Background: an optimization exercise with open tools, aiming at small area and a short achievable clock period. Do not read the settings as production practice.
Function was checked by simulation only, so behaviour that the tests miss may differ from the original.

Setup of before:
==> flow/design.v (excerpt) <==
module biq_top (
    input  logic                 clk,
    input  logic                 rst_clk,
    input  logic                 global_flush,
    input  logic                 dispatch_stall,
    input  logic                 in_vld,
    input  biq_pkg::pipe_t       in_pipe,
    input  biq_pkg::iid_t        in_iid,
    input  biq_pkg::opcode_t     in_opcode,
    input  biq_pkg::funct7_t     in_funct7,
    input  biq_pkg::funct3_t     in_funct3,
    input  biq_pkg::xlen_t       in_pc,
    input  logic                 in_psrc1_vld,
    input  logic                 in_psrc1_ready,
    input  biq_pkg::preg_t       in_psrc1,
    input  logic                 in_psrc2_vld,
    input  logic                 in_psrc2_ready,
    input  biq_pkg::preg_t       in_psrc2,
    input  logic                 in_pdst_vld,
    input  biq_pkg::preg_t       in_pdst,
    input  logic                 in_imm_vld,
    input  biq_pkg::xlen_t       in_imm,
    input  biq_pkg::wake_vld_t   wake_vld,
    input  biq_pkg::wake_preg_t  wake_preg,
    output logic                 biq_stall,
    output logic                 biq_vld,
    output biq_pkg::iid_t        biq_iid,
    output biq_pkg::opcode_t     biq_opcode,
    output biq_pkg::funct7_t     biq_funct7,
    output biq_pkg::funct3_t     biq_funct3,
    output biq_pkg::xlen_t       biq_pc,
    output logic                 biq_psrc1_vld,
    output biq_pkg::preg_t       biq_psrc1,
    output logic                 biq_psrc2_vld,
    output biq_pkg::preg_t       biq_psrc2,
    output logic                 biq_pdst_vld,
    output biq_pkg::preg_t       biq_pdst,
    output logic                 biq_imm_vld,
    output biq_pkg::xlen_t       biq_imm
);
Size in the first run: roughly 2000 cells after synthesis, roughly 710 flip-flops, about 390 I/O pins, ~28000 µm² of cells after synthesis.
==> flow/config.mk <==
export PLATFORM = sky130hd
export DESIGN_NAME = biq_top
export DESIGN_NICKNAME = biq_top
export VERILOG_FILES = /design/flow/design.v
export SDC_FILE = /design/flow/constraint.sdc
export NUM_CORES = 4
export LEC_CHECK = 0
export CAP_MARGIN = 20
export CORE_MARGIN = 2
export CORE_UTILIZATION = 40
export SLEW_MARGIN = 20
==> flow/constraint.sdc <==
create_clock -name core_clock -period 4.0 [get_ports {clk}]
set_input_delay 0.8000 -clock core_clock [delete_from_list [all_inputs] [get_ports {clk}]]
set_output_delay 0.8000 -clock core_clock [all_outputs]
set_load 0.01 [all_outputs]
standard.sh (not shown) runs the stock make flow with config.mk's settings and CLKGATE_MAP_FILE= SYNTH_SCRIPT=/design/flow/synth_recipe.tcl, a recipe that flattens the netlist after the stock synthesis.
==> flow/flow/run.sh <==
#!/bin/bash
set -euo pipefail
export BUFFER_PORTS_ARGS="-buffer_cell sky130_fd_sc_hd__buf_2"
bash standard.sh finish > flow_standard.log 2>&1
[inputs] after vs before
==> flow/run.sh (new file) <==
#!/bin/bash
# synth_recipe.tcl (not shown) runs the flow's synth.tcl, then flattens the netlist and writes it again
# the make line also repeats each setting of config.mk as NAME=value (left out here)
make -C /OpenROAD-flow-scripts/flow DESIGN_CONFIG=/design/flow/config.mk WORK_HOME=/design/flow/orfs CLKGATE_MAP_FILE= SYNTH_SCRIPT=/design/flow/synth_recipe.tcl finish
removed: flow/flow/run.sh
removed: flow/standard.sh
[summary]
- Side by side, global-route wire length before repair turned out higher in after than in before.
- In the metrics for after and before, the one carrying the higher depth of the critical timing path with buffers and inverters included is after.
- after ended up with wake_preg[12] as its launch point of the critical path; before ended up with u_ctrl.vld_q.
- Maximum frequency delta for after relative to before: 13% lower
- after against before: met2 routed wirelength shows an increase of 4.2%, utilization increased 2.5 points.

========
biq_top, a different RTL version from the one above (not shown whole).
Size: roughly 710 flip-flops, about 0.027 sq mm of cells after synthesis.
Design biq_top, start of the top module:
module biq_top (
    input  logic                 clk,
    input  logic                 rst_clk,
    input  logic                 global_flush,
    input  logic                 dispatch_stall,
    input  logic                 in_vld,
    input  biq_pkg::pipe_t       in_pipe,
    input  biq_pkg::iid_t        in_iid,
    input  biq_pkg::opcode_t     in_opcode,
    input  biq_pkg::funct7_t     in_funct7,
    input  biq_pkg::funct3_t     in_funct3,
    input  biq_pkg::xlen_t       in_pc,
    input  logic                 in_psrc1_vld,
    input  logic                 in_psrc1_ready,
    input  biq_pkg::preg_t       in_psrc1,
    input  logic                 in_psrc2_vld,
    input  logic                 in_psrc2_ready,
    input  biq_pkg::preg_t       in_psrc2,
    input  logic                 in_pdst_vld,
    input  biq_pkg::preg_t       in_pdst,
    input  logic                 in_imm_vld,
    input  biq_pkg::xlen_t       in_imm,
    input  biq_pkg::wake_vld_t   wake_vld,
    input  biq_pkg::wake_preg_t  wake_preg,
    output logic                 biq_stall,
    output logic                 biq_vld,
    output biq_pkg::iid_t        biq_iid,
    output biq_pkg::opcode_t     biq_opcode,
    output biq_pkg::funct7_t     biq_funct7,
    output biq_pkg::funct3_t     biq_funct3,
    output biq_pkg::xlen_t       biq_pc,
    output logic                 biq_psrc1_vld,
    output biq_pkg::preg_t       biq_psrc1,
    output logic                 biq_psrc2_vld,
    output biq_pkg::preg_t       biq_psrc2,
    output logic                 biq_pdst_vld,
    output biq_pkg::preg_t       biq_pdst,
    output logic                 biq_imm_vld,
    output biq_pkg::xlen_t       biq_imm
);
    logic [4*6-1:0]  wake_flat;    
    logic [172-1:0]                 in_pay;
    logic [172-1:0]                 head_pay;
    logic [3-1:0][172-1:0] buf_pay;
    logic [3-1:0]               buf_rdy1_nxt;
    logic [3-1:0]               buf_rdy2_nxt;
    logic [3-1:0]               buf_wr;
    logic [3-1:0]               ld_buf;
    logic                                  ld_in;
    logic                                  ld_hold;
    logic                                  head_rdy1;
    logic                                  head_rdy2;
    logic                                  head_rdy1_nxt;
  ...
export LEC_CHECK = 0
export CAP_MARGIN = 20
export CORE_MARGIN = 2
export CORE_UTILIZATION = 60
export SETUP_SLACK_MARGIN = 2.0
export SLEW_MARGIN = 20
create_clock -name core_clock -period 4.0 [get_ports {clk}]
==> flow/flow/run.sh <==
#!/bin/bash
set -euo pipefail
export BUFFER_PORTS_ARGS="-buffer_cell sky130_fd_sc_hd__buf_1"
export POST_GLOBAL_PLACE_TCL="$PWD/flow/port_bufs.tcl"
export CTS_ARGS="-sink_clustering_enable -repair_clock_nets -dont_use_dummy_load"
bash standard.sh finish > flow_standard.log 2>&1
==> flow/flow/port_bufs.tcl <==
# Input port buffers that drive many loads get a stronger buffer.
set n 0
set block [ord::get_db_block]
foreach bterm [$block getBTerms] {
  if { [$bterm getIoType] != "INPUT" } { continue }
  set net [$bterm getNet]
  if { $net == "NULL" } { continue }
  foreach iterm [$net getITerms] {
    set inst [$iterm getInst]
    if { [[$inst getMaster] getName] != "sky130_fd_sc_hd__buf_1" } { continue }
    set onet [[$inst findITerm X] getNet]
    if { $onet == "NULL" } { continue }
    set fo [expr { [llength [$onet getITerms]] - 1 }]
    if { $fo >= 8 } {
      replace_cell [get_cells [$inst getName]] sky130_fd_sc_hd__buf_4
      incr n
    }
  }
}
puts "port_bufs: resized $n input port buffers"
The baseline finished clean.
Rerun with:
--- a/flow/flow/run.sh
+++ b/flow/flow/run.sh
@@ -5 +5 @@
-export CTS_ARGS="-sink_clustering_enable -repair_clock_nets -dont_use_dummy_load"
+export CTS_ARGS="-sink_clustering_enable -repair_clock_nets -dont_use_dummy_load -sink_clustering_size 26 -sink_clustering_max_diameter 90"
=> Cell count falls by 1.2%; area after synthesis is unchanged; worst setup slack is better by 10 ps; via count falls by 1.4%; first-iteration DRC count rises by 4.1%; sequential cell count is unchanged; count of clock-buffer cells in the layout falls by 37; register-to-register slack hardly moves.

re-timing with driven ports:
How much do the figures lean on ideal ports? The routed layouts below were timed once more, with nothing changed but the port constraints. Step 1 (the two cells are an assumption about what drives the block):
set clk [get_ports {clk}]
set_driving_cell -lib_cell sky130_fd_sc_hd__clkbuf_16 $clk
set_driving_cell -lib_cell sky130_fd_sc_hd__buf_2 [delete_from_list [all_inputs] $clk]
Step 2 times the ports against the registers' clock, not the clock port: input delays grow and output delays shrink by t, the midpoint of the rising clock arrivals with the driver on. a / b / c = ideal ports / drivers / drivers and shift; a / b = the first two.
run	t (ns)	setup slack, ns	worst setup path at the end	latest minus earliest clock arrival (ns)	worst data-port slew with drivers (ns)
before	0.672	1.505 / 1.505 / 1.193	input to register	0.039 / 0.039	0.13
after	0.668	1.143 / 1.177 / 0.509	input to register	0.018 / 0.018	0.13
the first run of note 2	0.655	1.987 / 1.948 / 1.375	input to register	0.048 / 0.049	0.10
the second run of note 2	0.613	1.997 / 1.946 / 1.420	input to register	0.064 / 0.063	0.10
After both steps every run listed still meets setup and hold. The setup slack of after, which loses most, moves by +0.034 ns with the drivers and by -0.634 ns with both steps.
